Background: an optimization exercise with open tools, aiming at small area, a short achievable clock period and few clock cycles per item. Do not read the settings as production practice.
The flow treats the clock pin as an ideal source. Dropping or thinning the clock tree relies on that and would not hold on a real chip.
No activity file was given, so power comes from the tool's default toggle rates.

== lane 1 ==
==> flow/design.v <==
`default_nettype none
package rhss_pkg;
  localparam int BYTE_W        = 8;
  localparam int POSITION_W    = 32;
  localparam int LENGTH_W      = 6;
  localparam int CFG_DATA_W    = 64;
  localparam int CFG_INDEX_W   = 3;
  localparam int PATTERN_WORDS = 4;
  localparam int MAX_PATTERN   = 32;
  localparam logic [CFG_INDEX_W-1:0] REG_PATTERN_LENGTH = 3'd0;
endpackage
`default_nettype wire
`default_nettype none
import rhss_pkg::*;
module rolling_hash_string_search (
  input  wire logic                   clk,
  input  wire logic                   rst,
  input  wire logic                   cfg_write_enable,
  input  wire logic [rhss_pkg::CFG_INDEX_W-1:0] cfg_index,
  input  wire logic [rhss_pkg::CFG_DATA_W-1:0]  cfg_data,
  input  wire logic                   text_valid,
  output wire logic                   text_ready,
  input  wire logic [rhss_pkg::BYTE_W-1:0]      text_byte,
  input  wire logic                   text_last,
  output wire logic                   result_valid,
  input  wire logic                   result_ready,
  output wire logic                   result_found,
  output wire logic [rhss_pkg::POSITION_W-1:0]  result_position
);
  logic [CFG_DATA_W-1:0]    pat_word [PATTERN_WORDS];
  logic [PATTERN_WORDS-1:0] word_set;      
  logic [4:0]               len_m1;        
  logic                     s1_valid;
  logic [BYTE_W-1:0]        s1_byte;
  logic                     s1_last;
  logic                     first;         
  logic [MAX_PATTERN-1:0]   mvec;
  logic                     s2_valid;
  logic                     s2_last;
  logic                     s2_first;
  logic                     matched;       
  logic                     out_valid;
  logic                     out_found;
  logic [POSITION_W-1:0]    pos;           
  logic                     ready_q;
  logic [PATTERN_WORDS-1:0] wr_en;
  always_comb begin
    for (int w = 0; w < PATTERN_WORDS; w++) begin
      wr_en[w] = cfg_write_enable && cfg_index == CFG_INDEX_W'(w + 1);
    end
  end
  always_ff @(posedge clk) begin
    for (int w = 0; w < PATTERN_WORDS; w++) begin
      if (wr_en[w]) pat_word[w] <= cfg_data;
    end
  end
  logic                     hit;
  logic                     need;
  logic                     stall;
  logic                     go;
  logic [POSITION_W-1:0]    pos_cur;
  assign hit   = mvec[len_m1];
  assign need  = s2_valid && !matched;
  assign stall = need && out_valid && !result_ready;
  assign go    = need && !stall;
  assign pos_cur = s2_first ? (POSITION_W'(0) - POSITION_W'(len_m1)) : (pos + POSITION_W'(1));
  logic                     take;
  logic                     adv;
  logic [MAX_PATTERN-1:0]   eq;
  logic [MAX_PATTERN-1:0]   mvec_new;
  assign take = text_valid && ready_q;
  assign adv  = s1_valid && !stall;
  always_comb begin
    for (int k = 0; k < MAX_PATTERN; k++) begin
      eq[k] = word_set[k/8] ? (s1_byte == pat_word[k/8][(k%8)*8 +: 8]) : (s1_byte == 8'd0);
    end
    mvec_new = eq & {mvec[MAX_PATTERN-2:0] & {(MAX_PATTERN-1){!first}}, 1'b1};
  end
  logic out_valid_nx;
  logic s1_valid_nx;
  logic s2_valid_nx;
  logic matched_nx;
  always_comb begin
    out_valid_nx = out_valid && !result_ready;
    if (go && (hit || s2_last)) out_valid_nx = 1'b1;
    s1_valid_nx = take || (s1_valid && stall);
    s2_valid_nx = stall ? s2_valid : s1_valid;
    matched_nx  = matched;
    if (s2_valid && !stall) begin
      if (s2_last) matched_nx = 1'b0;
      else if (need && hit) matched_nx = 1'b1;
    end
  end
  always_ff @(posedge clk) begin
    if (rst) begin
      word_set  <= '0;
      len_m1    <= '0;
      s1_valid  <= 1'b0;
      first     <= 1'b1;
      s2_valid  <= 1'b0;
      matched   <= 1'b0;
      out_valid <= 1'b0;
      ready_q   <= 1'b1;
    end else begin
      word_set <= word_set | wr_en;
      if (cfg_write_enable && cfg_index == REG_PATTERN_LENGTH) begin
        if (cfg_data[5:0] == 6'd0) len_m1 <= 5'd0;
        else if (cfg_data[5]) len_m1 <= 5'd31;
        else len_m1 <= cfg_data[4:0] - 5'd1;
      end
      s1_valid  <= s1_valid_nx;
      if (adv) first <= s1_last;
      s2_valid  <= s2_valid_nx;
      matched   <= matched_nx;
      out_valid <= out_valid_nx;
      ready_q   <= !(s1_valid_nx && out_valid_nx && s2_valid_nx && !matched_nx);
    end
  end
  always_ff @(posedge clk) begin
    if (!(s1_valid && stall)) begin
      s1_byte <= text_byte;
      s1_last <= text_last;
    end
    if (adv) begin
      mvec     <= mvec_new;
      s2_last  <= s1_last;
      s2_first <= first;
    end
    out_found <= (out_found && !go) || (hit && go);
    pos       <= (pos & {POSITION_W{!go}}) | (pos_cur & {POSITION_W{go && (hit || !s2_last)}});
  end
  assign text_ready      = ready_q;
  assign result_valid    = out_valid;
  assign result_found    = out_found;
  assign result_position = pos;
endmodule
`default_nettype wire
clock: 11.0 ns
lec_check: 0
cap_margin: 20
core_margin: 2
core_utilization: 40
cts_cluster_diameter: 120
cts_cluster_size: 25
slew_margin: 20
standard.sh (not shown) runs the stock make flow with config.mk's settings and CLKGATE_MAP_FILE= SYNTH_SCRIPT=/design/flow/synth_recipe.tcl, a recipe that flattens the netlist after the stock synthesis.
==> flow/flow/run.sh <==
#!/bin/bash
# The standard layout (the standard.sh, standard synthesis unchanged) with extra
# ORFS make settings read from flow/knobs.txt: timing repair aims past the clock period
# so the achieved period (clock period less setup slack) shrinks.
set -euo pipefail
read -r -a KNOBS < flow/knobs.txt
bash standard.sh "${KNOBS[@]}" finish > make_finish.log 2>&1
==> flow/flow/knobs.txt <==
SETUP_SLACK_MARGIN=7.8 REMOVE_ABC_BUFFERS=1
--- input diff lane 1..lane 2 ---
==> flow/flow/run.sh <==
#!/bin/bash
set -euo pipefail
source flow/settings.sh
bash standard.sh "${ARGS[@]}" cts > make_cts.log 2>&1
openroad -no_init -exit flow/clock_root.tcl > clock_root.log 2>&1
bash standard.sh "${ARGS[@]}" finish > make_finish.log 2>&1
==> flow/flow/clock_root.tcl (new file) <==
set odb_file orfs/results/sky130hd/rolling_hash_string_search/base/4_cts.odb
read_db $odb_file
set block [ord::get_db_block]
set port_net [[$block findBTerm clk] getNet]
set iterms [$port_net getITerms]
if {[llength $iterms] != 1} {
  puts "clock port drives [llength $iterms] pins; tree left as is"
} else {
  set root [[lindex $iterms 0] getInst]
  set out_net [[$root findITerm X] getNet]
  set loads {}
  foreach it [$out_net getITerms] {
    if {[$it getInst] != $root} { lappend loads $it }
  }
  if {[llength $loads] > 4} {
    puts "root buffer [$root getName] drives [llength $loads] pins; tree left as is"
  } else {
    foreach it $loads {
      puts "moving [[$it getInst] getName]/[[$it getMTerm] getName] to the clock port"
      $it disconnect
      $it connect $port_net
    }
    puts "removing root buffer [$root getName] ([[$root getMaster] getName])"
    odb::dbInst_destroy $root
    odb::dbNet_destroy $out_net
    write_db $odb_file
  }
}
==> flow/flow/settings.sh (new file) <==
# Extra ORFS make settings for standard.sh
ARGS=(
  SETUP_SLACK_MARGIN=7.8
  REMOVE_ABC_BUFFERS=1
  "CTS_ARGS=-sink_clustering_enable -repair_clock_nets -sink_clustering_size 25 -sink_clustering_max_diameter 120 -dont_use_dummy_load"
  "BUFFER_PORTS_ARGS=-buffer_cell sky130_fd_sc_hd__buf_1"
)
--- a/flow/config.mk
+++ b/flow/config.mk
@@ -10,4 +10,2 @@
 export CORE_UTILIZATION = 40
-export CTS_CLUSTER_DIAMETER = 120
-export CTS_CLUSTER_SIZE = 25
 export SLEW_MARGIN = 20
removed: flow/flow/knobs.txt
--- outcome ---
- In summary, lane 2 completed successfully, with a layout that passed the timing, design-rule and antenna checks.
- The overall routed net length in lane 2 sits 4.3% above the value recorded for lane 1.
- Relative to lane 1, the post-layout instance count excluding filler cells measured on lane 2 has decreased slightly.
- Compared with lane 1, in lane 2 average size of a mapped cell held; hold slack held.
Inputs modified between lane 2 and lane 3:
==> flow/flow/run.sh <==
#!/bin/bash
# The standard layout (the standard.sh, standard synthesis unchanged) with extra
# ORFS make settings read from flow/knobs.txt: timing repair aims past the clock period
# so the achieved period (clock period less setup slack) shrinks.
set -euo pipefail
read -r -a KNOBS < flow/knobs.txt
bash standard.sh "${KNOBS[@]}" finish > make_finish.log 2>&1
==> flow/flow/knobs.txt (new file) <==
SETUP_SLACK_MARGIN=7.6 REMOVE_ABC_BUFFERS=1
--- a/flow/config.mk
+++ b/flow/config.mk
@@ -10,2 +10,4 @@
 export CORE_UTILIZATION = 40
+export CTS_CLUSTER_DIAMETER = 120
+export CTS_CLUSTER_SIZE = 25
 export SLEW_MARGIN = 20
removed: flow/flow/clock_root.tcl
removed: flow/flow/settings.sh
## What came out
[compare] base=lane 2 new=lane 3: number of cells in the finished layout apart from fillers shrank by about 2%, insertion delay to the later sink of the worst-skew pair went up, number of clock buffer instances in the layout climbed 12, maximum operating frequency down 4.3%. Lane 3 — area of the multi-input gates 54 um^2 lower, lane 2 as reference. On power per unit of standard cell area: between lane 3 and lane 2, it ends up lower for lane 3. Lane 3: cell area after layout is 0.96% higher than what lane 2 reported. Lane 2 → lane 3: proportion of power drawn by the clock network up 1.6 points, routed wire length down about 7%.
Function was not checked in any run of this note: the RTL went through the layout flow alone.

separate check: timing with driven ports:
The results above use ideal ports. As a check the final layouts listed here were re-extracted and re-timed, cells and wires unchanged. Step 1 sets driving cells, clkbuf_16 on the clock port and buf_2 on the other inputs (assumed; they add their load-dependent delay and slew). Step 2 adds t to the input delays and takes it off the output delays; t is the mean of the earliest and latest rising clock arrival at the registers after step 1. Input paths then give back, and output paths get back, about the clock's delay inside the block. Slacks: ideal ports / drivers / drivers and shift; pairs: ideal ports / drivers.
run	t, ns	slack for setup (ns)	worst register clock-pin slew, ns	worst slew at a driven data input, ns	cell pins on the clock port's net
lane 1	0.553	7.776 / 7.725 / 7.278	0.11 / 0.11	0.05	1
lane 2	0.442	7.778 / 7.787 / 7.345	0.11 / 0.11	0.08	2
lane 3	0.554	7.632 / 7.581 / 7.109	0.11 / 0.11	0.05	1
After both steps setup and hold are still met in every run listed. The setup slack of lane 3, which loses most, moves by -0.051 ns with the drivers and by -0.523 ns with both steps.
